Context: an optimization exercise on an open-source flow, tuned for small area, a short achievable clock period and few clock cycles per item. The choices shown serve that exercise and are no tape-out recipe.
Function was checked by simulation only, so behaviour that the tests miss may differ from the original.
Power and IR drop assume default switching activity.

$ cat design.v
package sia_pkg;
    localparam logic [2:0] CMD_ADD = 3'd0;
    localparam logic [2:0] CMD_SUB = 3'd1;
    localparam logic [2:0] CMD_DIV = 3'd2;
    localparam logic [2:0] CMD_MUL = 3'd3;
    localparam logic [2:0] CMD_REM = 3'd4;
endpackage
module signed_int_alu_div_mod_core (
    input  logic        i_clk,
    input  logic        i_rst_n,
    input  logic        i_valid,
    output logic        o_ready,
    input  logic [2:0]  i_command,
    input  logic [31:0] i_operand_a,
    input  logic [31:0] i_operand_b,
    output logic        o_valid,
    input  logic        i_ready,
    output logic [31:0] o_result,
    output logic        o_status
);
    logic        r_ov, r_sv, r_rdy;
    logic [32:0] r_od, r_oh, r_sd;
    logic [4:0]  r_cnt;
    logic        w_rec, w_push, w_end_v, w_st;
    logic [31:0] w_res;
    logic        w_cmul, w_cdv, w_csub, w_cnone, w_cdiv, w_crem;
    assign w_cmul  = (i_command == 3'd3);
    assign w_cdiv  = (i_command == 3'd2);
    assign w_crem  = (i_command == 3'd4);
    assign w_cdv   = w_cdiv | w_crem;
    assign w_csub  = (i_command == 3'd1);
    assign w_cnone = i_command[2] & (i_command[1] | i_command[0]);
    logic [31:0] w_ora, w_orb, w_d0, w_n0;
    logic        w_na, w_nb, w_negb, w_neg0;
    logic [1:0]  w_t0;
    assign w_ora[0] = 1'b0;
    assign w_orb[0] = 1'b0;
    genvar gi;
    generate for (gi = 1; gi < 32; gi = gi + 1) begin : g_or
        assign w_ora[gi] = |i_operand_a[gi-1:0];
        assign w_orb[gi] = |i_operand_b[gi-1:0];
    end endgenerate
    assign w_na   = i_operand_a[31];
    assign w_nb   = i_operand_b[31];
    assign w_negb = w_csub | (w_cdv & !w_nb);
    assign w_d0   = w_cmul ? (i_operand_a ^ ~w_ora) : (w_cnone ? 32'd0 : (i_operand_b ^ (w_orb & {32{w_negb}})));
    assign w_n0   = w_cmul ? i_operand_b : w_cnone ? 32'd0 : (i_operand_a ^ (w_ora & {32{w_cdv & w_na}}));
    assign w_neg0 = (w_cdiv & (w_na ^ w_nb)) | (w_crem & w_na);
    assign w_t0   = w_cmul ? 2'd1 : w_cdiv ? 2'd2 : w_crem ? 2'd3 : 2'd0;
    logic        r_v0, r_g0;
    logic [1:0]  r_t0;
    logic [31:0] r_d0, r_n0;
    always_ff @(posedge i_clk) begin
        if (!i_rst_n) r_v0 <= 1'b0;
        else r_v0 <= w_rec ? w_end_v : (i_valid && r_rdy);
        r_t0 <= w_rec ? {w_st, 1'b0} : w_t0;
        r_g0 <= w_rec ? 1'b0 : w_neg0;
        r_d0 <= w_rec ? w_res : w_d0;
        r_n0 <= w_rec ? 32'd0 : w_n0;
    end
    logic w_m1, w_dv1, w_as1;
    assign w_m1  = !r_t0[1] & r_t0[0];
    assign w_dv1 = r_t0[1];
    assign w_as1 = !r_t0[1] & !r_t0[0];
    logic [0:0] w_x0, w_s0, w_r0;
    logic        w_c0, w_hz0, w_sel0;
    logic [31:0] w_q0;
    assign w_x0 = r_n0[31];
    assign {w_c0, w_s0} = {1'b0, w_x0} + {1'b0, r_d0[0:0]};
    assign w_hz0 = &r_d0[31:1];
    assign w_sel0 = (w_m1 & r_n0[31]) | (w_dv1 & w_hz0 & w_c0);
    assign w_r0 = w_sel0 ? w_s0 : w_x0;
    assign w_q0 = {r_n0[30:0], w_sel0};
    logic [1:0] w_x1, w_s1, w_r1;
    logic        w_c1, w_hz1, w_sel1;
    logic [31:0] w_q1;
    assign w_x1 = {w_r0, w_q0[31]};
    assign {w_c1, w_s1} = {1'b0, w_x1} + {1'b0, r_d0[1:0]};
    assign w_hz1 = &r_d0[31:2];
    assign w_sel1 = (w_m1 & w_q0[31]) | (w_dv1 & w_hz1 & w_c1);
    assign w_r1 = w_sel1 ? w_s1 : w_x1;
    assign w_q1 = {w_q0[30:0], w_sel1};
    logic        r_v1, r_g1;
    logic [1:0]  r_t1;
    logic [31:0] r_d1, r_n1;
    logic [1:0] r_r1;
    always_ff @(posedge i_clk) begin
        if (!i_rst_n) r_v1 <= 1'b0;
        else r_v1 <= r_v0;
        r_t1 <= r_t0;
        r_g1 <= r_g0;
        r_d1 <= r_d0;
        r_n1 <= w_q1;
        r_r1 <= w_r1;
    end
    logic w_m2, w_dv2, w_as2;
    assign w_m2  = !r_t1[1] & r_t1[0];
    assign w_dv2 = r_t1[1];
    assign w_as2 = !r_t1[1] & !r_t1[0];
    logic [2:0] w_x2, w_s2, w_r2;
    logic        w_c2, w_hz2, w_sel2;
    logic [31:0] w_q2;
    assign w_x2 = {r_r1, r_n1[31]};
    assign {w_c2, w_s2} = {1'b0, w_x2} + {1'b0, r_d1[2:0]};
    assign w_hz2 = &r_d1[31:3];
    assign w_sel2 = (w_m2 & r_n1[31]) | (w_dv2 & w_hz2 & w_c2);
    assign w_r2 = w_sel2 ? w_s2 : w_x2;
    assign w_q2 = {r_n1[30:0], w_sel2};
    logic [3:0] w_x3, w_s3, w_r3;
    logic        w_c3, w_hz3, w_sel3;
    logic [31:0] w_q3;
    assign w_x3 = {w_r2, w_q2[31]};
    assign {w_c3, w_s3} = {1'b0, w_x3} + {1'b0, r_d1[3:0]};
    assign w_hz3 = &r_d1[31:4];
    assign w_sel3 = (w_m2 & w_q2[31]) | (w_dv2 & w_hz3 & w_c3);
    assign w_r3 = w_sel3 ? w_s3 : w_x3;
    assign w_q3 = {w_q2[30:0], w_sel3};
    logic        r_v2, r_g2;
    logic [1:0]  r_t2;
    logic [31:0] r_d2, r_n2;
    logic [3:0] r_r2;
    always_ff @(posedge i_clk) begin
        if (!i_rst_n) r_v2 <= 1'b0;
        else r_v2 <= r_v1;
        r_t2 <= r_t1;
        r_g2 <= r_g1;
        r_d2 <= r_d1;
        r_n2 <= w_q3;
        r_r2 <= w_r3;
    end
    logic w_m3, w_dv3, w_as3;
    assign w_m3  = !r_t2[1] & r_t2[0];
    assign w_dv3 = r_t2[1];
    assign w_as3 = !r_t2[1] & !r_t2[0];
    logic [4:0] w_x4, w_s4, w_r4;
    logic        w_c4, w_hz4, w_sel4;
    logic [31:0] w_q4;
    assign w_x4 = {r_r2, r_n2[31]};
    assign {w_c4, w_s4} = {1'b0, w_x4} + {1'b0, r_d2[4:0]};
    assign w_hz4 = &r_d2[31:5];
    assign w_sel4 = (w_m3 & r_n2[31]) | (w_dv3 & w_hz4 & w_c4);
    assign w_r4 = w_sel4 ? w_s4 : w_x4;
    assign w_q4 = {r_n2[30:0], w_sel4};
    logic [5:0] w_x5, w_s5, w_r5;
    logic        w_c5, w_hz5, w_sel5;
    logic [31:0] w_q5;
    assign w_x5 = {w_r4, w_q4[31]};
    assign {w_c5, w_s5} = {1'b0, w_x5} + {1'b0, r_d2[5:0]};
    assign w_hz5 = &r_d2[31:6];
    assign w_sel5 = (w_m3 & w_q4[31]) | (w_dv3 & w_hz5 & w_c5);
    assign w_r5 = w_sel5 ? w_s5 : w_x5;
    assign w_q5 = {w_q4[30:0], w_sel5};
    logic        r_v3, r_g3;
    logic [1:0]  r_t3;
    logic [31:0] r_d3, r_n3;
    logic [5:0] r_r3;
    always_ff @(posedge i_clk) begin
        if (!i_rst_n) r_v3 <= 1'b0;
        else r_v3 <= r_v2;
        r_t3 <= r_t2;
        r_g3 <= r_g2;
        r_d3 <= r_d2;
        r_n3 <= w_q5;
        r_r3 <= w_r5;
    end
    logic w_m4, w_dv4, w_as4;
    assign w_m4  = !r_t3[1] & r_t3[0];
    assign w_dv4 = r_t3[1];
    assign w_as4 = !r_t3[1] & !r_t3[0];
    logic [6:0] w_x6, w_s6, w_r6;
    logic        w_c6, w_hz6, w_sel6;
    logic [31:0] w_q6;
    assign w_x6 = {r_r3, r_n3[31]};
    assign {w_c6, w_s6} = {1'b0, w_x6} + {1'b0, r_d3[6:0]};
    assign w_hz6 = &r_d3[31:7];
    assign w_sel6 = (w_m4 & r_n3[31]) | (w_dv4 & w_hz6 & w_c6);
    assign w_r6 = w_sel6 ? w_s6 : w_x6;
    assign w_q6 = {r_n3[30:0], w_sel6};
    logic [7:0] w_x7, w_s7, w_r7;
    logic        w_c7, w_hz7, w_sel7;
    logic [31:0] w_q7;
    assign w_x7 = {w_r6, w_q6[31]};
    assign {w_c7, w_s7} = {1'b0, w_x7} + {1'b0, r_d3[7:0]};
    assign w_hz7 = &r_d3[31:8];
    assign w_sel7 = (w_m4 & w_q6[31]) | (w_dv4 & w_hz7 & w_c7);
    assign w_r7 = w_sel7 ? w_s7 : w_x7;
    assign w_q7 = {w_q6[30:0], w_sel7};
    logic        r_v4, r_g4;
    logic [1:0]  r_t4;
    logic [31:0] r_d4, r_n4;
    logic [7:0] r_r4;
    always_ff @(posedge i_clk) begin
        if (!i_rst_n) r_v4 <= 1'b0;
        else r_v4 <= r_v3;
        r_t4 <= r_t3;
        r_g4 <= r_g3;
        r_d4 <= r_d3;
        r_n4 <= w_q7;
        r_r4 <= w_r7;
    end
    logic w_m5, w_dv5, w_as5;
    assign w_m5  = !r_t4[1] & r_t4[0];
    assign w_dv5 = r_t4[1];
    assign w_as5 = !r_t4[1] & !r_t4[0];
    logic [8:0] w_x8, w_s8, w_r8;
    logic        w_c8, w_hz8, w_sel8;
    logic [31:0] w_q8;
    assign w_x8 = {r_r4, r_n4[31]};
    assign {w_c8, w_s8} = {1'b0, w_x8} + {1'b0, r_d4[8:0]};
    assign w_hz8 = &r_d4[31:9];
    assign w_sel8 = (w_m5 & r_n4[31]) | (w_dv5 & w_hz8 & w_c8);
    assign w_r8 = w_sel8 ? w_s8 : w_x8;
    assign w_q8 = {r_n4[30:0], w_sel8};
    logic [9:0] w_x9, w_s9, w_r9;
    logic        w_c9, w_hz9, w_sel9;
    logic [31:0] w_q9;
    assign w_x9 = {w_r8, w_q8[31]};
    assign {w_c9, w_s9} = {1'b0, w_x9} + {1'b0, r_d4[9:0]};
    assign w_hz9 = &r_d4[31:10];
    assign w_sel9 = (w_m5 & w_q8[31]) | (w_dv5 & w_hz9 & w_c9);
    assign w_r9 = w_sel9 ? w_s9 : w_x9;
    assign w_q9 = {w_q8[30:0], w_sel9};
    logic        r_v5, r_g5;
    logic [1:0]  r_t5;
    logic [31:0] r_d5, r_n5;
    logic [9:0] r_r5;
    always_ff @(posedge i_clk) begin
        if (!i_rst_n) r_v5 <= 1'b0;
        else r_v5 <= r_v4;
        r_t5 <= r_t4;
        r_g5 <= r_g4;
        r_d5 <= r_d4;
        r_n5 <= w_q9;
        r_r5 <= w_r9;
    end
    logic w_m6, w_dv6, w_as6;
    assign w_m6  = !r_t5[1] & r_t5[0];
    assign w_dv6 = r_t5[1];
    assign w_as6 = !r_t5[1] & !r_t5[0];
    logic [10:0] w_x10, w_s10, w_r10;
    logic        w_c10, w_hz10, w_sel10;
    logic [31:0] w_q10;
    assign w_x10 = {r_r5, r_n5[31]};
    assign {w_c10, w_s10} = {1'b0, w_x10} + {1'b0, r_d5[10:0]};
    assign w_hz10 = &r_d5[31:11];
    assign w_sel10 = (w_m6 & r_n5[31]) | (w_dv6 & w_hz10 & w_c10);
    assign w_r10 = w_sel10 ? w_s10 : w_x10;
    assign w_q10 = {r_n5[30:0], w_sel10};
    logic        r_v6, r_g6;
    logic [1:0]  r_t6;
    logic [31:0] r_d6, r_n6;
    logic [10:0] r_r6;
    always_ff @(posedge i_clk) begin
        if (!i_rst_n) r_v6 <= 1'b0;
        else r_v6 <= r_v5;
        r_t6 <= r_t5;
        r_g6 <= r_g5;
        r_d6 <= r_d5;
        r_n6 <= w_q10;
        r_r6 <= w_r10;
    end
    logic w_m7, w_dv7, w_as7;
    assign w_m7  = !r_t6[1] & r_t6[0];
    assign w_dv7 = r_t6[1];
    assign w_as7 = !r_t6[1] & !r_t6[0];
    logic [11:0] w_x11, w_s11, w_r11;
    logic        w_c11, w_hz11, w_sel11;
    logic [31:0] w_q11;
    assign w_x11 = {r_r6, r_n6[31]};
    assign {w_c11, w_s11} = {1'b0, w_x11} + {1'b0, r_d6[11:0]};
    assign w_hz11 = &r_d6[31:12];
    assign w_sel11 = (w_m7 & r_n6[31]) | (w_dv7 & w_hz11 & w_c11);
    assign w_r11 = w_sel11 ? w_s11 : w_x11;
    assign w_q11 = {r_n6[30:0], w_sel11};
    logic        r_v7, r_g7;
    logic [1:0]  r_t7;
    logic [31:0] r_d7, r_n7;
    logic [11:0] r_r7;
    always_ff @(posedge i_clk) begin
        if (!i_rst_n) r_v7 <= 1'b0;
        else r_v7 <= r_v6;
        r_t7 <= r_t6;
        r_g7 <= r_g6;
        r_d7 <= r_d6;
        r_n7 <= w_q11;
        r_r7 <= w_r11;
    end
    logic w_m8, w_dv8, w_as8;
    assign w_m8  = !r_t7[1] & r_t7[0];
    assign w_dv8 = r_t7[1];
    assign w_as8 = !r_t7[1] & !r_t7[0];
    logic [12:0] w_x12, w_s12, w_r12;
    logic        w_c12, w_hz12, w_sel12;
    logic [31:0] w_q12;
    assign w_x12 = {r_r7, r_n7[31]};
    assign {w_c12, w_s12} = {1'b0, w_x12} + {1'b0, r_d7[12:0]};
    assign w_hz12 = &r_d7[31:13];
    assign w_sel12 = (w_m8 & r_n7[31]) | (w_dv8 & w_hz12 & w_c12);
    assign w_r12 = w_sel12 ? w_s12 : w_x12;
    assign w_q12 = {r_n7[30:0], w_sel12};
    logic        r_v8, r_g8;
    logic [1:0]  r_t8;
    logic [31:0] r_d8, r_n8;
    logic [12:0] r_r8;
    always_ff @(posedge i_clk) begin
        if (!i_rst_n) r_v8 <= 1'b0;
        else r_v8 <= r_v7;
        r_t8 <= r_t7;
        r_g8 <= r_g7;
        r_d8 <= r_d7;
        r_n8 <= w_q12;
        r_r8 <= w_r12;
    end
    logic w_m9, w_dv9, w_as9;
    assign w_m9  = !r_t8[1] & r_t8[0];
    assign w_dv9 = r_t8[1];
    assign w_as9 = !r_t8[1] & !r_t8[0];
    logic [13:0] w_x13, w_s13, w_r13;
    logic        w_c13, w_hz13, w_sel13;
    logic [31:0] w_q13;
    assign w_x13 = {r_r8, r_n8[31]};
    assign {w_c13, w_s13} = {1'b0, w_x13} + {1'b0, r_d8[13:0]};
    assign w_hz13 = &r_d8[31:14];
    assign w_sel13 = (w_m9 & r_n8[31]) | (w_dv9 & w_hz13 & w_c13);
    assign w_r13 = w_sel13 ? w_s13 : w_x13;
    assign w_q13 = {r_n8[30:0], w_sel13};
    logic        r_v9, r_g9;
    logic [1:0]  r_t9;
    logic [31:0] r_d9, r_n9;
    logic [13:0] r_r9;
    always_ff @(posedge i_clk) begin
        if (!i_rst_n) r_v9 <= 1'b0;
        else r_v9 <= r_v8;
        r_t9 <= r_t8;
        r_g9 <= r_g8;
        r_d9 <= r_d8;
        r_n9 <= w_q13;
        r_r9 <= w_r13;
    end
    logic w_m10, w_dv10, w_as10;
    assign w_m10  = !r_t9[1] & r_t9[0];
    assign w_dv10 = r_t9[1];
    assign w_as10 = !r_t9[1] & !r_t9[0];
    logic [14:0] w_x14, w_s14, w_r14;
    logic        w_c14, w_hz14, w_sel14;
    logic [31:0] w_q14;
    assign w_x14 = {r_r9, r_n9[31]};
    assign {w_c14, w_s14} = {1'b0, w_x14} + {1'b0, r_d9[14:0]};
    assign w_hz14 = &r_d9[31:15];
    assign w_sel14 = (w_m10 & r_n9[31]) | (w_dv10 & w_hz14 & w_c14);
    assign w_r14 = w_sel14 ? w_s14 : w_x14;
    assign w_q14 = {r_n9[30:0], w_sel14};
    logic        r_v10, r_g10;
    logic [1:0]  r_t10;
    logic [31:0] r_d10, r_n10;
    logic [14:0] r_r10;
    always_ff @(posedge i_clk) begin
        if (!i_rst_n) r_v10 <= 1'b0;
        else r_v10 <= r_v9;
        r_t10 <= r_t9;
        r_g10 <= r_g9;
        r_d10 <= r_d9;
        r_n10 <= w_q14;
        r_r10 <= w_r14;
    end
    logic w_m11, w_dv11, w_as11;
    assign w_m11  = !r_t10[1] & r_t10[0];
    assign w_dv11 = r_t10[1];
    assign w_as11 = !r_t10[1] & !r_t10[0];
    logic [15:0] w_x15, w_s15, w_r15;
    logic        w_c15, w_hz15, w_sel15;
    logic [31:0] w_q15;
    assign w_x15 = {r_r10, r_n10[31]};
    assign {w_c15, w_s15} = {1'b0, w_x15} + {1'b0, r_d10[15:0]};
    assign w_hz15 = &r_d10[31:16];
    assign w_sel15 = (w_m11 & r_n10[31]) | (w_dv11 & w_hz15 & w_c15);
    assign w_r15 = w_sel15 ? w_s15 : w_x15;
    assign w_q15 = {r_n10[30:0], w_sel15};
    logic        r_v11, r_g11;
    logic [1:0]  r_t11;
    logic [31:0] r_d11, r_n11;
    logic [15:0] r_r11;
    always_ff @(posedge i_clk) begin
        if (!i_rst_n) r_v11 <= 1'b0;
        else r_v11 <= r_v10;
        r_t11 <= r_t10;
        r_g11 <= r_g10;
        r_d11 <= r_d10;
        r_n11 <= w_q15;
        r_r11 <= w_r15;
    end
    logic w_m12, w_dv12, w_as12;
    assign w_m12  = !r_t11[1] & r_t11[0];
    assign w_dv12 = r_t11[1];
    assign w_as12 = !r_t11[1] & !r_t11[0];
    logic [16:0] w_x16, w_s16, w_r16;
    logic        w_c16, w_hz16, w_sel16;
    logic [31:0] w_q16;
    assign w_x16 = {r_r11, r_n11[31]};
    assign {w_c16, w_s16} = {1'b0, w_x16} + {1'b0, r_d11[16:0]};
    assign w_hz16 = &r_d11[31:17];
    assign w_sel16 = (w_m12 & r_n11[31]) | (w_dv12 & w_hz16 & w_c16);
    assign w_r16 = w_sel16 ? w_s16 : w_x16;
    assign w_q16 = {r_n11[30:0], w_sel16};
    logic        r_v12, r_g12;
    logic [1:0]  r_t12;
    logic [31:0] r_d12, r_n12;
    logic [16:0] r_r12;
    always_ff @(posedge i_clk) begin
        if (!i_rst_n) r_v12 <= 1'b0;
        else r_v12 <= r_v11;
        r_t12 <= r_t11;
        r_g12 <= r_g11;
        r_d12 <= r_d11;
        r_n12 <= w_q16;
        r_r12 <= w_r16;
    end
    logic w_m13, w_dv13, w_as13;
    assign w_m13  = !r_t12[1] & r_t12[0];
    assign w_dv13 = r_t12[1];
    assign w_as13 = !r_t12[1] & !r_t12[0];
    logic [17:0] w_x17, w_s17, w_r17;
    logic        w_c17, w_hz17, w_sel17;
    logic [31:0] w_q17;
    assign w_x17 = {r_r12, r_n12[31]};
    assign {w_c17, w_s17} = {1'b0, w_x17} + {1'b0, r_d12[17:0]};
    assign w_hz17 = &r_d12[31:18];
    assign w_sel17 = (w_m13 & r_n12[31]) | (w_dv13 & w_hz17 & w_c17);
    assign w_r17 = w_sel17 ? w_s17 : w_x17;
    assign w_q17 = {r_n12[30:0], w_sel17};
    logic        r_v13, r_g13;
    logic [1:0]  r_t13;
    logic [31:0] r_d13, r_n13;
    logic [17:0] r_r13;
    always_ff @(posedge i_clk) begin
        if (!i_rst_n) r_v13 <= 1'b0;
        else r_v13 <= r_v12;
        r_t13 <= r_t12;
        r_g13 <= r_g12;
        r_d13 <= r_d12;
        r_n13 <= w_q17;
        r_r13 <= w_r17;
    end
    logic w_m14, w_dv14, w_as14;
    assign w_m14  = !r_t13[1] & r_t13[0];
    assign w_dv14 = r_t13[1];
    assign w_as14 = !r_t13[1] & !r_t13[0];
    logic [18:0] w_x18, w_s18, w_r18;
    logic        w_c18, w_hz18, w_sel18;
    logic [31:0] w_q18;
    assign w_x18 = {r_r13, r_n13[31]};
    assign {w_c18, w_s18} = {1'b0, w_x18} + {1'b0, r_d13[18:0]};
    assign w_hz18 = &r_d13[31:19];
    assign w_sel18 = (w_m14 & r_n13[31]) | (w_dv14 & w_hz18 & w_c18);
    assign w_r18 = w_sel18 ? w_s18 : w_x18;
    assign w_q18 = {r_n13[30:0], w_sel18};
    logic        r_v14, r_g14;
    logic [1:0]  r_t14;
    logic [31:0] r_d14, r_n14;
    logic [18:0] r_r14;
    always_ff @(posedge i_clk) begin
        if (!i_rst_n) r_v14 <= 1'b0;
        else r_v14 <= r_v13;
        r_t14 <= r_t13;
        r_g14 <= r_g13;
        r_d14 <= r_d13;
        r_n14 <= w_q18;
        r_r14 <= w_r18;
    end
    logic w_m15, w_dv15, w_as15;
    assign w_m15  = !r_t14[1] & r_t14[0];
    assign w_dv15 = r_t14[1];
    assign w_as15 = !r_t14[1] & !r_t14[0];
    logic [19:0] w_x19, w_s19, w_r19;
    logic        w_c19, w_hz19, w_sel19;
    logic [31:0] w_q19;
    assign w_x19 = {r_r14, r_n14[31]};
    assign {w_c19, w_s19} = {1'b0, w_x19} + {1'b0, r_d14[19:0]};
    assign w_hz19 = &r_d14[31:20];
    assign w_sel19 = (w_m15 & r_n14[31]) | (w_dv15 & w_hz19 & w_c19);
    assign w_r19 = w_sel19 ? w_s19 : w_x19;
    assign w_q19 = {r_n14[30:0], w_sel19};
    logic        r_v15, r_g15;
    logic [1:0]  r_t15;
    logic [31:0] r_d15, r_n15;
    logic [19:0] r_r15;
    always_ff @(posedge i_clk) begin
        if (!i_rst_n) r_v15 <= 1'b0;
        else r_v15 <= r_v14;
        r_t15 <= r_t14;
        r_g15 <= r_g14;
        r_d15 <= r_d14;
        r_n15 <= w_q19;
        r_r15 <= w_r19;
    end
    logic w_m16, w_dv16, w_as16;
    assign w_m16  = !r_t15[1] & r_t15[0];
    assign w_dv16 = r_t15[1];
    assign w_as16 = !r_t15[1] & !r_t15[0];
    logic [20:0] w_x20, w_s20, w_r20;
    logic        w_c20, w_hz20, w_sel20;
    logic [31:0] w_q20;
    assign w_x20 = {r_r15, r_n15[31]};
    assign {w_c20, w_s20} = {1'b0, w_x20} + {1'b0, r_d15[20:0]};
    assign w_hz20 = &r_d15[31:21];
    assign w_sel20 = (w_m16 & r_n15[31]) | (w_dv16 & w_hz20 & w_c20);
    assign w_r20 = w_sel20 ? w_s20 : w_x20;
    assign w_q20 = {r_n15[30:0], w_sel20};
    logic        r_v16, r_g16;
    logic [1:0]  r_t16;
    logic [31:0] r_d16, r_n16;
    logic [20:0] r_r16;
    always_ff @(posedge i_clk) begin
        if (!i_rst_n) r_v16 <= 1'b0;
        else r_v16 <= r_v15;
        r_t16 <= r_t15;
        r_g16 <= r_g15;
        r_d16 <= r_d15;
        r_n16 <= w_q20;
        r_r16 <= w_r20;
    end
    logic w_m17, w_dv17, w_as17;
    assign w_m17  = !r_t16[1] & r_t16[0];
    assign w_dv17 = r_t16[1];
    assign w_as17 = !r_t16[1] & !r_t16[0];
    logic [21:0] w_x21, w_s21, w_r21;
    logic        w_c21, w_hz21, w_sel21;
    logic [31:0] w_q21;
    assign w_x21 = {r_r16, r_n16[31]};
    assign {w_c21, w_s21} = {1'b0, w_x21} + {1'b0, r_d16[21:0]};
    assign w_hz21 = &r_d16[31:22];
    assign w_sel21 = (w_m17 & r_n16[31]) | (w_dv17 & w_hz21 & w_c21);
    assign w_r21 = w_sel21 ? w_s21 : w_x21;
    assign w_q21 = {r_n16[30:0], w_sel21};
    logic        r_v17, r_g17;
    logic [1:0]  r_t17;
    logic [31:0] r_d17, r_n17;
    logic [21:0] r_r17;
    always_ff @(posedge i_clk) begin
        if (!i_rst_n) r_v17 <= 1'b0;
        else r_v17 <= r_v16;
        r_t17 <= r_t16;
        r_g17 <= r_g16;
        r_d17 <= r_d16;
        r_n17 <= w_q21;
        r_r17 <= w_r21;
    end
    logic w_m18, w_dv18, w_as18;
    assign w_m18  = !r_t17[1] & r_t17[0];
    assign w_dv18 = r_t17[1];
    assign w_as18 = !r_t17[1] & !r_t17[0];
    logic [22:0] w_x22, w_s22, w_r22;
    logic        w_c22, w_hz22, w_sel22;
    logic [31:0] w_q22;
    assign w_x22 = {r_r17, r_n17[31]};
    assign {w_c22, w_s22} = {1'b0, w_x22} + {1'b0, r_d17[22:0]};
    assign w_hz22 = &r_d17[31:23];
    assign w_sel22 = (w_m18 & r_n17[31]) | (w_dv18 & w_hz22 & w_c22);
    assign w_r22 = w_sel22 ? w_s22 : w_x22;
    assign w_q22 = {r_n17[30:0], w_sel22};
    logic        r_v18, r_g18;
    logic [1:0]  r_t18;
    logic [31:0] r_d18, r_n18;
    logic [22:0] r_r18;
    always_ff @(posedge i_clk) begin
        if (!i_rst_n) r_v18 <= 1'b0;
        else r_v18 <= r_v17;
        r_t18 <= r_t17;
        r_g18 <= r_g17;
        r_d18 <= r_d17;
        r_n18 <= w_q22;
        r_r18 <= w_r22;
    end
    logic w_m19, w_dv19, w_as19;
    assign w_m19  = !r_t18[1] & r_t18[0];
    assign w_dv19 = r_t18[1];
    assign w_as19 = !r_t18[1] & !r_t18[0];
    logic [23:0] w_x23, w_s23, w_r23;
    logic        w_c23, w_hz23, w_sel23;
    logic [31:0] w_q23;
    assign w_x23 = {r_r18, r_n18[31]};
    assign {w_c23, w_s23} = {1'b0, w_x23} + {1'b0, r_d18[23:0]};
    assign w_hz23 = &r_d18[31:24];
    assign w_sel23 = (w_m19 & r_n18[31]) | (w_dv19 & w_hz23 & w_c23);
    assign w_r23 = w_sel23 ? w_s23 : w_x23;
    assign w_q23 = {r_n18[30:0], w_sel23};
    logic        r_v19, r_g19;
    logic [1:0]  r_t19;
    logic [31:0] r_d19, r_n19;
    logic [23:0] r_r19;
    always_ff @(posedge i_clk) begin
        if (!i_rst_n) r_v19 <= 1'b0;
        else r_v19 <= r_v18;
        r_t19 <= r_t18;
        r_g19 <= r_g18;
        r_d19 <= r_d18;
        r_n19 <= w_q23;
        r_r19 <= w_r23;
    end
    logic w_m20, w_dv20, w_as20;
    assign w_m20  = !r_t19[1] & r_t19[0];
    assign w_dv20 = r_t19[1];
    assign w_as20 = !r_t19[1] & !r_t19[0];
    logic [24:0] w_x24, w_s24, w_r24;
    logic        w_c24, w_hz24, w_sel24;
    logic [31:0] w_q24;
    assign w_x24 = {r_r19, r_n19[31]};
    assign {w_c24, w_s24} = {1'b0, w_x24} + {1'b0, r_d19[24:0]};
    assign w_hz24 = &r_d19[31:25];
    assign w_sel24 = (w_m20 & r_n19[31]) | (w_dv20 & w_hz24 & w_c24);
    assign w_r24 = w_sel24 ? w_s24 : w_x24;
    assign w_q24 = {r_n19[30:0], w_sel24};
    logic        r_v20, r_g20;
    logic [1:0]  r_t20;
    logic [31:0] r_d20, r_n20;
    logic [24:0] r_r20;
    always_ff @(posedge i_clk) begin
        if (!i_rst_n) r_v20 <= 1'b0;
        else r_v20 <= r_v19;
        r_t20 <= r_t19;
        r_g20 <= r_g19;
        r_d20 <= r_d19;
        r_n20 <= w_q24;
        r_r20 <= w_r24;
    end
    logic w_m21, w_dv21, w_as21;
    assign w_m21  = !r_t20[1] & r_t20[0];
    assign w_dv21 = r_t20[1];
    assign w_as21 = !r_t20[1] & !r_t20[0];
    logic [25:0] w_x25, w_s25, w_r25;
    logic        w_c25, w_hz25, w_sel25;
    logic [31:0] w_q25;
    assign w_x25 = {r_r20, r_n20[31]};
    assign {w_c25, w_s25} = {1'b0, w_x25} + {1'b0, r_d20[25:0]};
    assign w_hz25 = &r_d20[31:26];
    assign w_sel25 = (w_m21 & r_n20[31]) | (w_dv21 & w_hz25 & w_c25);
    assign w_r25 = w_sel25 ? w_s25 : w_x25;
    assign w_q25 = {r_n20[30:0], w_sel25};
    logic        r_v21, r_g21;
    logic [1:0]  r_t21;
    logic [31:0] r_d21, r_n21;
    logic [25:0] r_r21;
    always_ff @(posedge i_clk) begin
        if (!i_rst_n) r_v21 <= 1'b0;
        else r_v21 <= r_v20;
        r_t21 <= r_t20;
        r_g21 <= r_g20;
        r_d21 <= r_d20;
        r_n21 <= w_q25;
        r_r21 <= w_r25;
    end
    logic w_m22, w_dv22, w_as22;
    assign w_m22  = !r_t21[1] & r_t21[0];
    assign w_dv22 = r_t21[1];
    assign w_as22 = !r_t21[1] & !r_t21[0];
    logic [26:0] w_x26, w_s26, w_r26;
    logic        w_c26, w_hz26, w_sel26;
    logic [31:0] w_q26;
    assign w_x26 = {r_r21, r_n21[31]};
    assign {w_c26, w_s26} = {1'b0, w_x26} + {1'b0, r_d21[26:0]};
    assign w_hz26 = &r_d21[31:27];
    assign w_sel26 = (w_m22 & r_n21[31]) | (w_dv22 & w_hz26 & w_c26);
    assign w_r26 = w_sel26 ? w_s26 : w_x26;
    assign w_q26 = {r_n21[30:0], w_sel26};
    logic        r_v22, r_g22;
    logic [1:0]  r_t22;
    logic [31:0] r_d22, r_n22;
    logic [26:0] r_r22;
    always_ff @(posedge i_clk) begin
        if (!i_rst_n) r_v22 <= 1'b0;
        else r_v22 <= r_v21;
        r_t22 <= r_t21;
        r_g22 <= r_g21;
        r_d22 <= r_d21;
        r_n22 <= w_q26;
        r_r22 <= w_r26;
    end
    logic w_m23, w_dv23, w_as23;
    assign w_m23  = !r_t22[1] & r_t22[0];
    assign w_dv23 = r_t22[1];
    assign w_as23 = !r_t22[1] & !r_t22[0];
    logic [27:0] w_x27, w_s27, w_r27;
    logic        w_c27, w_hz27, w_sel27;
    logic [31:0] w_q27;
    assign w_x27 = {r_r22, r_n22[31]};
    assign {w_c27, w_s27} = {1'b0, w_x27} + {1'b0, r_d22[27:0]};
    assign w_hz27 = &r_d22[31:28];
    assign w_sel27 = (w_m23 & r_n22[31]) | (w_dv23 & w_hz27 & w_c27);
    assign w_r27 = w_sel27 ? w_s27 : w_x27;
    assign w_q27 = {r_n22[30:0], w_sel27};
    logic        r_v23, r_g23;
    logic [1:0]  r_t23;
    logic [31:0] r_d23, r_n23;
    logic [27:0] r_r23;
    always_ff @(posedge i_clk) begin
        if (!i_rst_n) r_v23 <= 1'b0;
        else r_v23 <= r_v22;
        r_t23 <= r_t22;
        r_g23 <= r_g22;
        r_d23 <= r_d22;
        r_n23 <= w_q27;
        r_r23 <= w_r27;
    end
    logic w_m24, w_dv24, w_as24;
    assign w_m24  = !r_t23[1] & r_t23[0];
    assign w_dv24 = r_t23[1];
    assign w_as24 = !r_t23[1] & !r_t23[0];
    logic [28:0] w_x28, w_s28, w_r28;
    logic        w_c28, w_hz28, w_sel28;
    logic [31:0] w_q28;
    assign w_x28 = {r_r23, r_n23[31]};
    assign {w_c28, w_s28} = {1'b0, w_x28} + {1'b0, r_d23[28:0]};
    assign w_hz28 = &r_d23[31:29];
    assign w_sel28 = (w_m24 & r_n23[31]) | (w_dv24 & w_hz28 & w_c28);
    assign w_r28 = w_sel28 ? w_s28 : w_x28;
    assign w_q28 = {r_n23[30:0], w_sel28};
    logic        r_v24, r_g24;
    logic [1:0]  r_t24;
    logic [31:0] r_d24, r_n24;
    logic [28:0] r_r24;
    always_ff @(posedge i_clk) begin
        if (!i_rst_n) r_v24 <= 1'b0;
        else r_v24 <= r_v23;
        r_t24 <= r_t23;
        r_g24 <= r_g23;
        r_d24 <= r_d23;
        r_n24 <= w_q28;
        r_r24 <= w_r28;
    end
    logic w_m25, w_dv25, w_as25;
    assign w_m25  = !r_t24[1] & r_t24[0];
    assign w_dv25 = r_t24[1];
    assign w_as25 = !r_t24[1] & !r_t24[0];
    logic [29:0] w_x29, w_s29, w_r29;
    logic        w_c29, w_hz29, w_sel29;
    logic [31:0] w_q29;
    assign w_x29 = {r_r24, r_n24[31]};
    assign {w_c29, w_s29} = {1'b0, w_x29} + {1'b0, r_d24[29:0]};
    assign w_hz29 = &r_d24[31:30];
    assign w_sel29 = (w_m25 & r_n24[31]) | (w_dv25 & w_hz29 & w_c29);
    assign w_r29 = w_sel29 ? w_s29 : w_x29;
    assign w_q29 = {r_n24[30:0], w_sel29};
    logic        r_v25, r_g25;
    logic [1:0]  r_t25;
    logic [31:0] r_d25, r_n25;
    logic [29:0] r_r25;
    always_ff @(posedge i_clk) begin
        if (!i_rst_n) r_v25 <= 1'b0;
        else r_v25 <= r_v24;
        r_t25 <= r_t24;
        r_g25 <= r_g24;
        r_d25 <= r_d24;
        r_n25 <= w_q29;
        r_r25 <= w_r29;
    end
    logic w_m26, w_dv26, w_as26;
    assign w_m26  = !r_t25[1] & r_t25[0];
    assign w_dv26 = r_t25[1];
    assign w_as26 = !r_t25[1] & !r_t25[0];
    logic [30:0] w_x30, w_s30, w_r30;
    logic        w_c30, w_hz30, w_sel30;
    logic [31:0] w_q30;
    assign w_x30 = {r_r25, r_n25[31]};
    assign {w_c30, w_s30} = {1'b0, w_x30} + {1'b0, r_d25[30:0]};
    assign w_hz30 = &r_d25[31:31];
    assign w_sel30 = (w_m26 & r_n25[31]) | (w_dv26 & w_hz30 & w_c30);
    assign w_r30 = w_sel30 ? w_s30 : w_x30;
    assign w_q30 = {r_n25[30:0], w_sel30};
    logic        r_v26, r_g26;
    logic [1:0]  r_t26;
    logic [31:0] r_d26, r_n26;
    logic [30:0] r_r26;
    always_ff @(posedge i_clk) begin
        if (!i_rst_n) r_v26 <= 1'b0;
        else r_v26 <= r_v25;
        r_t26 <= r_t25;
        r_g26 <= r_g25;
        r_d26 <= r_d25;
        r_n26 <= w_q30;
        r_r26 <= w_r30;
    end
    logic w_m27, w_dv27, w_as27;
    assign w_m27  = !r_t26[1] & r_t26[0];
    assign w_dv27 = r_t26[1];
    assign w_as27 = !r_t26[1] & !r_t26[0];
    logic [31:0] w_x31, w_s31, w_r31;
    logic        w_c31, w_hz31, w_sel31;
    logic [31:0] w_q31;
    assign w_x31 = {r_r26, r_n26[31]};
    assign {w_c31, w_s31} = {1'b0, w_x31} + {1'b0, r_d26[31:0]};
    assign w_sel31 = (w_m27 & r_n26[31]) | (w_dv27 & w_c31) | w_as27;
    assign w_r31 = w_sel31 ? w_s31 : w_x31;
    assign w_q31 = {r_n26[30:0], w_sel31};
    logic        r_v27, r_g27;
    logic [1:0]  r_t27;
    logic [31:0] r_d27, r_n27;
    logic [31:0] r_r27;
    always_ff @(posedge i_clk) begin
        if (!i_rst_n) r_v27 <= 1'b0;
        else r_v27 <= r_v26;
        r_t27 <= r_t26;
        r_g27 <= r_g26;
        r_d27 <= r_d26;
        r_n27 <= w_q31;
        r_r27 <= w_r31;
    end
    logic        w_dz;
    logic [31:0] w_mag, w_orm;
    assign w_dz  = ~|r_d27;
    assign w_st  = r_t27[1] & w_dz;
    assign w_mag = (r_t27 == 2'd2) ? r_n27 : r_r27;
    assign w_orm[0] = 1'b0;
    generate for (gi = 1; gi < 32; gi = gi + 1) begin : g_orm
        assign w_orm[gi] = |w_mag[gi-1:0];
    end endgenerate
    assign w_res = w_st ? 32'd0 : (w_mag ^ (w_orm & {32{r_g27}}));
    assign w_end_v = r_v27;
    assign w_rec   = w_end_v && (r_sv || (r_cnt != 5'd0));
    assign w_push  = w_end_v && !r_sv && (r_cnt == 5'd0);
    logic        n_ov, n_sv, n_end_v;
    logic [4:0]  n_cnt;
    always_comb begin
        n_ov = r_ov;
        n_sv = r_sv;
        if (!r_ov || i_ready) begin
            n_ov = r_sv || w_push;
            n_sv = 1'b0;
        end else if (w_push) begin
            n_sv = 1'b1;
        end
        if (w_rec && r_cnt == 5'd0) n_cnt = 5'd27;
        else if (r_cnt != 5'd0)     n_cnt = r_cnt - 5'd1;
        else                           n_cnt = r_cnt;
        n_end_v = r_v26;
    end
    always_ff @(posedge i_clk) begin
        if (!i_rst_n) begin
            r_ov  <= 1'b0;
            r_sv  <= 1'b0;
            r_cnt <= 5'd0;
            r_rdy <= 1'b1;
        end else begin
            r_ov  <= n_ov;
            r_sv  <= n_sv;
            r_cnt <= n_cnt;
            r_rdy <= (n_cnt == 5'd0) && !(n_end_v && n_sv);
        end
        if (!r_sv) r_sd <= {w_st, w_res};
        r_od <= (r_ov && !i_ready) ? r_oh : r_sv ? r_sd : {w_st, w_res};
        r_oh <= (r_ov && !i_ready) ? r_od : r_sv ? r_sd : {w_st, w_res};
    end
    assign o_ready  = r_rdy;
    assign o_valid  = r_ov;
    assign o_result = r_od[31:0];
    assign o_status = r_od[32];
endmodule
$ cat flow/run.sh
#!/bin/bash
set -euo pipefail
bash standard.sh synth > standard_synth.log 2>&1
cat >> config.mk <<'EOM'
export DONT_USE_CELLS += sky130_fd_sc_hd__clkdlybuf4s15_1 sky130_fd_sc_hd__clkdlybuf4s15_2 sky130_fd_sc_hd__clkdlybuf4s18_1 sky130_fd_sc_hd__clkdlybuf4s18_2 sky130_fd_sc_hd__clkdlybuf4s25_1 sky130_fd_sc_hd__clkdlybuf4s25_2 sky130_fd_sc_hd__clkdlybuf4s50_1 sky130_fd_sc_hd__clkdlybuf4s50_2 sky130_fd_sc_hd__dlygate4sd1_1 sky130_fd_sc_hd__dlygate4sd2_1 sky130_fd_sc_hd__dlygate4sd3_1 sky130_fd_sc_hd__dlymetal6s2s_1 sky130_fd_sc_hd__dlymetal6s4s_1 sky130_fd_sc_hd__dlymetal6s6s_1
EOM
bash standard.sh place > standard_place.log 2>&1
echo "export SETUP_SLACK_MARGIN = ${FLOW_MARGIN_NS:-6.8}" >> config.mk
bash standard.sh finish > standard_finish.log 2>&1
$ cat standard.sh
#!/bin/bash
# synth_recipe.tcl (not shown) runs the flow's synth.tcl, then flattens the netlist and writes it again
# the make line also repeats each setting of config.mk as NAME=value (left out here)
make -C /OpenROAD-flow-scripts/flow DESIGN_CONFIG=/design/flow/config.mk WORK_HOME=/design/flow/orfs CLKGATE_MAP_FILE= SYNTH_SCRIPT=/design/flow/synth_recipe.tcl "${@:-finish}"
$ cat config.mk
export PLATFORM = sky130hd
export DESIGN_NAME = signed_int_alu_div_mod_core
export DESIGN_NICKNAME = signed_int_alu_div_mod_core
export VERILOG_FILES = /design/flow/design.v
export SDC_FILE = /design/flow/constraint.sdc
export NUM_CORES = 4
export LEC_CHECK = 0
export ABC_AREA = 1
export CAP_MARGIN = 20
export CORE_MARGIN = 2
export CORE_UTILIZATION = 40
export CTS_CLUSTER_DIAMETER = 120
export CTS_CLUSTER_SIZE = 26
export PLACE_DENSITY = 0.8
export SLEW_MARGIN = 20
export DONT_USE_CELLS += sky130_fd_sc_hd__clkdlybuf4s15_1 sky130_fd_sc_hd__clkdlybuf4s15_2 sky130_fd_sc_hd__clkdlybuf4s18_1 sky130_fd_sc_hd__clkdlybuf4s18_2 sky130_fd_sc_hd__clkdlybuf4s25_1 sky130_fd_sc_hd__clkdlybuf4s25_2 sky130_fd_sc_hd__clkdlybuf4s50_1 sky130_fd_sc_hd__clkdlybuf4s50_2 sky130_fd_sc_hd__dlygate4sd1_1 sky130_fd_sc_hd__dlygate4sd2_1 sky130_fd_sc_hd__dlygate4sd3_1 sky130_fd_sc_hd__dlymetal6s2s_1 sky130_fd_sc_hd__dlymetal6s4s_1 sky130_fd_sc_hd__dlymetal6s6s_1
export SETUP_SLACK_MARGIN = 6.8
$ cat constraint.sdc
create_clock -name core_clock -period 10.0 [get_ports {i_clk}]
set_input_delay 2.0000 -clock core_clock [delete_from_list [all_inputs] [get_ports {i_clk}]]
set_output_delay 2.0000 -clock core_clock [all_outputs]
set_load 0.01 [all_outputs]
==> results of run 1 <==
[cells in the final DEF, fill, tap and decap left out, types with 158 or more instances in the layout]
| cell | count |
|---|---|
| sky130_fd_sc_hd__dfxtp_1 | 2459 |
| sky130_fd_sc_hd__xor2_1 | 278 |
| sky130_fd_sc_hd__o21ai_0 | 444 |
| sky130_fd_sc_hd__inv_1 | 724 |
| sky130_fd_sc_hd__a21oi_1 | 681 |
| sky130_fd_sc_hd__nor2_1 | 617 |
| sky130_fd_sc_hd__nand2_1 | 2441 |
| sky130_fd_sc_hd__nand3_1 | 806 |
| sky130_fd_sc_hd__nand4_1 | 164 |
| sky130_fd_sc_hd__ha_1 | 509 |
| sky130_fd_sc_hd__xnor2_1 | 158 |
[cell usage after synthesis, types with 4 or more instances]
cell	count
sky130_fd_sc_hd__dfxtp_1	2514
sky130_fd_sc_hd__nand2_1	2491
sky130_fd_sc_hd__nand3_1	829
sky130_fd_sc_hd__inv_1	736
sky130_fd_sc_hd__a21oi_1	694
sky130_fd_sc_hd__nor2_1	634
sky130_fd_sc_hd__ha_1	533
sky130_fd_sc_hd__o21ai_0	462
sky130_fd_sc_hd__xor2_1	279
sky130_fd_sc_hd__nand4_1	164
sky130_fd_sc_hd__xnor2_1	158
sky130_fd_sc_hd__nor3_1	126
sky130_fd_sc_hd__clkbuf_1	117
sky130_fd_sc_hd__a21o_1	60
sky130_fd_sc_hd__o21bai_1	60
sky130_fd_sc_hd__nand3b_1	52
sky130_fd_sc_hd__buf_2	51
sky130_fd_sc_hd__or2_2	35
sky130_fd_sc_hd__a21boi_0	34
sky130_fd_sc_hd__nor4_1	32
sky130_fd_sc_hd__o21ai_1	32
sky130_fd_sc_hd__fa_1	31
sky130_fd_sc_hd__o211ai_1	28
sky130_fd_sc_hd__a31oi_1	26
sky130_fd_sc_hd__and2_1	26
sky130_fd_sc_hd__o21a_1	26
sky130_fd_sc_hd__a211oi_1	19
sky130_fd_sc_hd__a21boi_1	17
sky130_fd_sc_hd__buf_1	13
sky130_fd_sc_hd__nand2_2	13
sky130_fd_sc_hd__nand3_2	10
sky130_fd_sc_hd__buf_6	7
sky130_fd_sc_hd__nor2_4	7
sky130_fd_sc_hd__a22oi_1	6
sky130_fd_sc_hd__buf_4	6
sky130_fd_sc_hd__o22ai_1	6
sky130_fd_sc_hd__a21oi_2	4
sky130_fd_sc_hd__a221oi_1	4
[kinds of logic (layout without fill, tap and decap cells)]
group                    after synthesis  after routing  synth area share, %
AO/OA/AOI/OAI                       1493           1493                8.931
XOR/XNOR                             437            437                4.148
adder cells (fa/ha/maj)              564            564                7.901
buffers and inverters                938           1120                3.998
flip-flops                          2514           2514                54.55
other                                  0             31                    0
AND/OR/NAND/NOR                     4433           4437                20.47
[routing by layer]
layer / up-vias / global-route usage, %
li1: 34510 / -
met1: 32150 / 26.47
met2: 2531 / 31.70
met3: 561 / 3.139
met4: 4 / 9.009
met5: - / 0
[through the flow]
step                      util (%)  hold WS [ps]  power (mW)  instances  worst slack [ps]
after global routing         43.84         316.5       27.97      13610              6556
after detailed placement     41.68         312.1       21.15      13350              5281
after global placement       41.67         309.5       21.08      13350              5294
after floorplan                  -         309.6       18.73      10380              6206
final                        43.86         295.3       26.45      13620              6706
after CTS                    43.30         307.8       26.15      13510              6662
[where the power goes]
part / total [mW] / internal, mW / switching, mW
Combinational: 8.61 / 3.21 / 5.40
Sequential: 12.9 / 11.7 / 1.25
Clock: 4.93 / 1.93 / 3.00
Total: 26.5 / 16.8 / 9.65
[repair_timing]
action | 4_1_cts | 5_1_grt
gates cloned | 6 | 3
setup endpoints to repair | 466 | 503
resized for setup | 225 | 196
endpoints found under the hold margin | 0 | 0
buffers inserted | 37 | 82
pin swaps | 15 | 64
[how the worst max path moves through the flow]
stage / to / slack, ps / startpoint
floorplan: r_d0[17] / 6210 / i_operand_a[0]
global placement: r_d0[18] / 5290 / i_operand_a[0]
detailed placement: r_d0[22] / 5280 / i_operand_a[0]
CTS: o_result[27] / 6660 / r_od[27]
global route: r_r5[3] / 6560 / r_d4[3]
finish: o_result[25] / 6710 / r_od[25]
[area by class of cell]
class                   instances  area (um2)  share of cell area, %
diodes                         31       77.57                0.07701
repair inverters                4       28.78                0.02857
well taps                    3026        3786                  3.759
multi-input cells            6931       39240                  38.96
repair buffers                262        1525                  1.514
clock inverters                 7       178.9                 0.1776
flip-flops and latches       2514       50420                  50.05
inverters                     741        2816                  2.796
clock buffers                 106        2653                  2.633
==> qor.log, run 1 <==
INFO  route          dr.pass1.iters=6
INFO  synthesis      netlist_area=0.09226mm2
INFO  synthesis      avgSynthCellArea=8.889um2
INFO  grt            grt_pass1_vias=65270
INFO  sta            rsz0062_at_grt=yes
INFO  setup_path     crit_family=flip-flops
INFO  synthesis      ys_top_cells_by_area=sky130_fd_sc_hd__dfxtp_1, sky130_fd_sc_hd__nand2_1, sky130_fd_sc_hd__ha_1
INFO  cells_and_area fill_cells=21640
INFO  place          dpl_cell_area=0.09573mm2
INFO  synthesis      async_set_reset_flop_share_out_of_synthesis=0%
INFO  cells_and_area nets=11200
INFO  power_and_ir_drop total_leakage_power=45.21nW
INFO  cts            numClockSinks=2514
INFO  setup_path     cp_slowest_cell=sky130_fd_sc_hd__dfxtp_2
INFO  grt            grt_pass1_wl=369700um
INFO  sta            totalNegativeSetupSlack=0ps
INFO  sta            timing.clock.skew=62.74ps
INFO  setup_path     arrival=1290ps
INFO  setup_path     cell_by_cell_trace_of_the_critical_path=buf_6
INFO  route          detailroute.wirelength.met2=110000um
INFO  route          avgViaCountPerCell=5.121
INFO  grt            gr-total-overflow=0
INFO  place          dpl.hpwl=186300um
INFO  synthesis      yosys_warnings=1
INFO  power_and_ir_drop worst_vdd_ir=0.1844mV
INFO  floorplan      floorplan.die.width=484.3um
INFO  power_and_ir_drop power_density=262.6mW/mm2
INFO  min_path       hold_depth=0
INFO  floorplan      fp.dieArea=0.2345mm2
INFO  route          met3_length=16980um
INFO  cts            tritoncts=done
INFO  synthesis      main_synth_ff_type=sky130_fd_sc_hd__dfxtp_1
INFO  setup_path     cp.depth=1
INFO  synthesis      synth.distinct_cells=60
INFO  route          sum_of_routed_wire_segments_on_met1=107000um
INFO  route          drt_wl_total=246200um
INFO  sta            slew_headroom=22.57%
INFO  cts            cts_buffer_depth=3
INFO  cts            clk_root_buffer_cell=sky130_fd_sc_hd__clkbuf_16
INFO  cts            ctsHtreeMaxLevel=3
INFO  synthesis      synth_largest_area_cell=sky130_fd_sc_hd__dfxtp_1
INFO  floorplan      start_util=40.17%
INFO  grt            antenna_found_initial=34
INFO  grt            grt_max_degree=58
INFO  cells_and_area area_growth_syn_to_layout=9.175%
INFO  place          placer_congestion_estimate=1.028
INFO  min_path       hold_end=r_n8[2]
INFO  setup_path     reg2reg_depth=20
INFO  route          via_count=69760
INFO  synthesis      synth_cells=10380
INFO  synthesis      synth_enable_flop_cells=0
INFO  setup_path     timing.setup.critical_path_class=flip-flop to output pin
INFO  synthesis      yosysTopAreaCellShare=54.55%
INFO  setup_path     internal_reg_to_reg_setup_slack=6740ps
INFO  place          port_buffers=105
INFO  setup_path     delay_of_the_slowest_cell_on_the_worst_path=370ps
INFO  setup_path     r2r_end=r_r5[3]
INFO  sta            setup_violations=0
INFO  floorplan      num_rows=176
INFO  synthesis      synthesis.nets=11010
INFO  sta            final.min_clock_period=3294ps
INFO  setup_path     worstReg2RegStart=r_d4[3]
INFO  cts            cts.reportedPaths.clkPinSlew=100ps
INFO  floorplan      design.portCount=106
INFO  setup_path     critical_path_peak_fanout=2
INFO  sta            final-max-slew-violation-count=0
INFO  route          drt-initial-drc-count=5994
INFO  route          post_drt_wl_per_cell=18.07um
INFO  run_status     outcome=timing/DRC/antenna clean
INFO  sta            post-route-period-util=32.94%
INFO  route          antenna_violating_nets_post_route=0
INFO  cells_and_area layout_top_registers=r_od x33, r_oh x33, r_sd x33
INFO  cts            tritoncts.num_buffers=106
INFO  sta            final-hold-violation-count=0
INFO  setup_path     setup.worst_path.start_class=flip-flop
INFO  min_path       holdCritStartpoint=r_n7[1]
INFO  cts            cts_hold_buffers=0
INFO  sta            fmax=303.6MHz
INFO  synthesis      ys_seq_elements=2514
INFO  route          route.top_layer_used=met5
INFO  setup_path     critPathBufInv=1
INFO  setup_path     timing.critical_path.to_type=output pin
INFO  cells_and_area final_area=0.1007mm2
INFO  setup_path     crit_required=8000ps
INFO  synthesis      synth.yosys.seq_area_share=54.55%
INFO  min_path       hp_class=flip-flop to flip-flop
INFO  cells_and_area final_layout_size_suffix_gt1_share=5.291%
INFO  cts            clock_network_latency_to_the_later_pin_of_the_worst_skew_pair=810ps
INFO  grt            globalRouteTotalUtil=19.88%
INFO  floorplan      die_y=484.3um
INFO  route          drc=0
INFO  floorplan      core_area=0.2297mm2
INFO  sta            measured_slew_at_the_worst_slew_check_pin=1161ps
INFO  run            maxCapViolCount=0
Testbench counts, summed over its fixed seeds: cycles 24,232, items 24,000.
==> inputs of run 2 (changes only) <==
--- a/config.mk
+++ b/config.mk
@@ -11,7 +11,6 @@
 export CORE_UTILIZATION = 40
 export CTS_CLUSTER_DIAMETER = 120
 export CTS_CLUSTER_SIZE = 26
-export PLACE_DENSITY = 0.8
 export SLEW_MARGIN = 20
 export DONT_USE_CELLS += sky130_fd_sc_hd__clkdlybuf4s15_1 sky130_fd_sc_hd__clkdlybuf4s15_2 sky130_fd_sc_hd__clkdlybuf4s18_1 sky130_fd_sc_hd__clkdlybuf4s18_2 sky130_fd_sc_hd__clkdlybuf4s25_1 sky130_fd_sc_hd__clkdlybuf4s25_2 sky130_fd_sc_hd__clkdlybuf4s50_1 sky130_fd_sc_hd__clkdlybuf4s50_2 sky130_fd_sc_hd__dlygate4sd1_1 sky130_fd_sc_hd__dlygate4sd2_1 sky130_fd_sc_hd__dlygate4sd3_1 sky130_fd_sc_hd__dlymetal6s2s_1 sky130_fd_sc_hd__dlymetal6s4s_1 sky130_fd_sc_hd__dlymetal6s6s_1
 export SETUP_SLACK_MARGIN = 6.8
==> run 2 against run 1 <==
  * Still clean
  * Area after synthesis did not move
  * Clock skew increased by 0.97 ps
  * Utilization rose by 0.097 points
  * Hold slack worse by 2.2 ps
  * Die area is the same
  * Synthesized cell count unchanged
  * First-iteration DRC count is 15% lower
  * Sequential share of layout area shrank 0.087 points
  * Sequential power barely moved
  * Wire length rose by 10%
  * Cell count about the same
  * Sequential cell count did not move
  * Critical path type unchanged
  * Highest routed layer unchanged
==> qor.log, run 2 <==
INFO  run_status     outcome=timing/DRC/antenna clean [unchanged]
INFO  synthesis      synth-xor-area-share=4.148% [unchanged]
INFO  cells_and_area layout_top_registers=r_od x33, r_oh x33, r_sd x33 [unchanged]
INFO  power_and_ir_drop total_leakage_power=45.27nW [was 45.21 nW]
INFO  cts            numClockSinks=2514 [unchanged]
INFO  synthesis      synth_largest_area_cell=sky130_fd_sc_hd__dfxtp_1 [unchanged]
INFO  sta            totalNegativeSetupSlack=0ps [unchanged]
INFO  cts            cts_buffer_depth=3 [unchanged]
INFO  synthesis      avgSynthCellArea=8.889um2 [unchanged]
INFO  sta            final-max-slew-violation-count=0 [unchanged]
INFO  synthesis      ys_seq_elements=2514 [unchanged]
INFO  grt            grt_pass1_vias=66520 [was 65270]
INFO  sta            post-route-period-util=32.99% [was 32.94%]
INFO  setup_path     critical_path_peak_fanout=2 [unchanged]
INFO  setup_path     arrival=1300ps [was 1290 ps]
INFO  run            maxCapViolCount=0 [unchanged]
INFO  sta            fmax=303.1MHz [was 303.6 MHz]
INFO  cts            clk_root_buffer_cell=sky130_fd_sc_hd__clkbuf_16 [unchanged]
INFO  sta            final-hold-violation-count=0 [unchanged]
INFO  cts            tritoncts.num_buffers=107 [was 106]
INFO  setup_path     cell_by_cell_trace_of_the_critical_path=buf_12 [was buf_6]
INFO  cells_and_area finish.cell_count_without_fillers=13620 [about the same]
INFO  setup_path     cp.depth=1 [unchanged]
INFO  grt            gr-total-overflow=0 [unchanged]
INFO  synthesis      synthesis.nets=11010 [unchanged]
INFO  route          avgViaCountPerCell=5.044 [was 5.121]
INFO  power_and_ir_drop power=26.88mW [was 26.45 mW]
INFO  cts            clock_network_latency_to_the_later_pin_of_the_worst_skew_pair=830ps [was 810 ps]
INFO  synthesis      synthSimpleGateAreaFrac=20.47% [unchanged]
INFO  route          drt_wl_total=270700um [was 246200 um]
INFO  setup_path     timing.critical_path.to_type=output pin [unchanged]
INFO  synthesis      combinational_family_with_the_most_area_after_synthesis=simple AND/OR/NAND/NOR gates [unchanged]
INFO  cells_and_area final_layout_size_suffix_gt1_share=5.313% [was 5.291%]
INFO  floorplan      num_rows=176 [unchanged]
INFO  synthesis      ys_top_cells_by_area=sky130_fd_sc_hd__dfxtp_1, sky130_fd_sc_hd__nand2_1, sky130_fd_sc_hd__ha_1 [unchanged]
INFO  sta            setup_violations=0 [unchanged]
INFO  cts            ctsHtreeMaxLevel=3 [unchanged]
INFO  setup_path     delay_of_the_slowest_cell_on_the_worst_path=370ps [about the same]
INFO  grt            antenna_found_initial=29 [was 34]
INFO  setup_path     reg2reg_depth=11 [was 20]
INFO  place          dpl.hpwl=214600um [was 186300 um]
INFO  floorplan      design.portCount=106 [unchanged]
INFO  floorplan      core_area=0.2297mm2 [unchanged]
INFO  synthesis      yosysTopAreaCellShare=54.55% [unchanged]
INFO  setup_path     critPathBufInv=1 [unchanged]
INFO  place          numPlacedInstances=13350 [about the same]
INFO  synthesis      synth.mux.area_fraction=0% [unchanged]
INFO  synthesis      synth_enable_flop_cells=0 [unchanged]
INFO  min_path       hold_depth=0 [unchanged]
INFO  setup_path     crit_required=8000ps [about the same]
INFO  setup_path     cp_slowest_cell=sky130_fd_sc_hd__dfxtp_2 [unchanged]
INFO  synthesis      yosys_warnings=1 [unchanged]
INFO  cts            cts_hold_buffers=0 [unchanged]
INFO  synthesis      synth_fa_ha_area_share=7.901% [unchanged]
INFO  setup_path     crit_family=flip-flops [unchanged]
INFO  synthesis      netlist_area=0.09226mm2 [unchanged]
INFO  route          via_count=68700 [was 69760]
INFO  route          dr.pass1.iters=6 [unchanged]
INFO  floorplan      fp.dieArea=0.2345mm2 [unchanged]
INFO  cells_and_area seq_area=0.05044mm2 [was 0.05042 mm2]
INFO  sta            rsz0062_at_grt=yes [unchanged]
INFO  synthesis      async_set_reset_flop_share_out_of_synthesis=0% [unchanged]
INFO  route          drt-initial-drc-count=5077 [was 5994]
INFO  power_and_ir_drop power_density=266.3mW/mm2 [was 262.6 mW/mm2]
INFO  synthesis      synth_most_common_cell=sky130_fd_sc_hd__dfxtp_1 [unchanged]
INFO  cells_and_area layout.cells.most_common_list=sky130_fd_sc_hd__nand2_1, sky130_fd_sc_hd__dfxtp_1, sky130_fd_sc_hd__nand3_1, sky130_fd_sc_hd__inv_1, sky130_fd_sc_hd__a21oi_1 [was sky130_fd_sc_hd__dfxtp_1, sky130_fd_sc_hd__nand2_1, sky130_fd_sc_hd__nand3_1, sky130_fd_sc_hd__inv_1, sky130_fd_sc_hd__a21oi_1]
INFO  place          placer_congestion_estimate=0.9584 [was 1.028]
INFO  cts            cts.reportedPaths.clkPinSlew=100ps [about the same]
INFO  cells_and_area fill_cells=22480 [was 21640]
INFO  synthesis      synth.yosys.seq_area_share=54.55% [unchanged]
INFO  sta            slew_headroom=31.79% [was 22.57%]
INFO  synthesis      synth.distinct_cells=60 [unchanged]
INFO  min_path       hp_class=flip-flop to flip-flop [unchanged]
INFO  place          port_buffers=105 [unchanged]
INFO  route          drc=0 [unchanged]
INFO  setup_path     setup.worst_path.start_class=flip-flop [unchanged]
INFO  cts            tritoncts=done [unchanged]
INFO  synthesis      leading_cell_types_by_count_after_synthesis=sky130_fd_sc_hd__dfxtp_1, sky130_fd_sc_hd__nand2_1, sky130_fd_sc_hd__nand3_1, sky130_fd_sc_hd__inv_1, sky130_fd_sc_hd__a21oi_1 [unchanged]
INFO  synthesis      main_synth_ff_type=sky130_fd_sc_hd__dfxtp_1 [unchanged]
INFO  sta            timing.clock.skew=63.71ps [was 62.74 ps]
INFO  route          post_drt_wl_per_cell=19.88um [was 18.07 um]
INFO  cells_and_area area_growth_syn_to_layout=9.417% [was 9.175%]
INFO  floorplan      start_util=40.17% [unchanged]
INFO  grt            grt_pass1_wl=403700um [was 369700 um]
INFO  grt            globalRouteTotalUtil=22.25% [was 19.88%]
INFO  synthesis      synth_cells=10380 [unchanged]
INFO  sta            final.min_clock_period=3299ps [was 3294 ps]
INFO  cells_and_area nets=11200 [about the same]
INFO  setup_path     timing.setup.critical_path_class=flip-flop to output pin [unchanged]
INFO  synthesis      compound_gate_fraction_of_synth_area=8.931% [unchanged]
INFO  power_and_ir_drop worst_vdd_ir=0.1502mV [was 0.1844 mV]
INFO  cells_and_area multi_input_comb_area=0.03929mm2 [was 0.03924 mm2]
INFO  route          antenna_violating_nets_post_route=0 [unchanged]
INFO  floorplan      die_y=484.3um [unchanged]
INFO  cells_and_area final_common_cell=sky130_fd_sc_hd__nand2_1 [was sky130_fd_sc_hd__dfxtp_1]
INFO  grt            grt_max_degree=50 [was 58]
INFO  floorplan      floorplan.die.width=484.3um [unchanged]
INFO  sta            measured_slew_at_the_worst_slew_check_pin=1023ps [was 1161 ps]
-- run 2: cell families (layout without fill, tap and decap cells) --
logic type                 count (synthesis)  in the layout
and+or+nand+nor                         4433           4437
adders and majority gates                564            564
xor gates and xnor gates                 437            437
buffers and inverters                    938           1133
other                                      0             15
AOI/OAI and AO/OA                       1493           1493
DFF                                     2514           2514
-- run 2: power by group --
group / leakage, nW / internal, mW / total, mW / switching (mW)
registers: 21.0 / 11.7 / 13.0 / 1.33
clock network: 1.45 / 2.05 / 5.10 / 3.05
logic: 22.9 / 3.22 / 8.79 / 5.57
-- run 2: area by class of cell --
cell class | instances | share of cell area, %
clock buffers | 110 | 2.694
diodes | 15 | 0.03718
well taps | 3026 | 3.750
flip-flops and latches | 2514 | 49.97
repair buffers | 266 | 1.564
clock inverters | 13 | 0.2466
repair inverters | 3 | 0.01983
multi-input cells | 6931 | 38.92
inverters | 741 | 2.802
-- run 2: final timing paths --
kind         startpoint            to  slack, ps
max            r_od[21]  o_result[21]       6700
min            r_n21[3]      r_n22[4]        290
max reg2reg    r_r25[1]      r_r26[1]       6920
min reg2reg    r_n21[3]      r_n22[4]        290
-- run 2: layer usage --
metal	vias up	part of all wire (%)	GRT usage, %
met1	32300	44	28.10
met5	-	0.011	0
met2	1463	49	39.09
li1	34520	-	-
met3	413	3.5	2.045
met4	4	4.2	8.568
-- run 2: timing repair --
| action | 4_1_cts | 5_1_grt |
|---|---|---|
| setup endpoints to repair | 564 | 450 |
| buffers inserted | 43 | 76 |
| gates cloned | 4 | 3 |
| gates resized for setup | 270 | 180 |
| pin swaps | 16 | 49 |
-- run 2: metrics by stage --
stage | setup WS [ps] | util [%] | instance area [um2] | hold slack [ps]
floorplan | 6206 | - | 92260 | 309.6
global placement | 5070 | 41.68 | 95720 | 309.6
finish | 6701 | 43.95 | 101000 | 293.1
global route | 6633 | 43.95 | 100900 | 287.8
CTS | 6630 | 43.42 | 99740 | 287.3
detailed placement | 5132 | 41.68 | 95740 | 312.1

==> static timing again, ports no longer ideal <==
In the flow no input, the clock included, has a driving cell. The finished layouts below were timed again as built, in two steps. Step 1 assumes that a clkbuf_16 drives the clock port and a buf_2 every other input. Step 2 adds t to the input delays and takes it off the output delays; t is the mean of the earliest and latest rising clock arrival at the registers after step 1. Input paths then give back, and output paths get back, about the clock's delay inside the block. a / b / c = no drivers / after step 1 / after step 2; a / b = the first two.
run | t (ns) | slack for setup (ns) | hold WS [ns] | clock arrival spread, ns
run 1 | 0.871 | 6.706 / 6.621 / 6.059 | 0.295 / 0.295 / 0.295 | 0.077 / 0.077
run 2 | 0.881 | 6.701 / 6.616 / 6.030 | 0.293 / 0.293 / 0.293 | 0.073 / 0.074
After both steps every run listed still meets setup and hold. For run 2, which loses most, drivers alone change the setup slack by -0.085 ns; drivers and shift together by -0.671 ns.
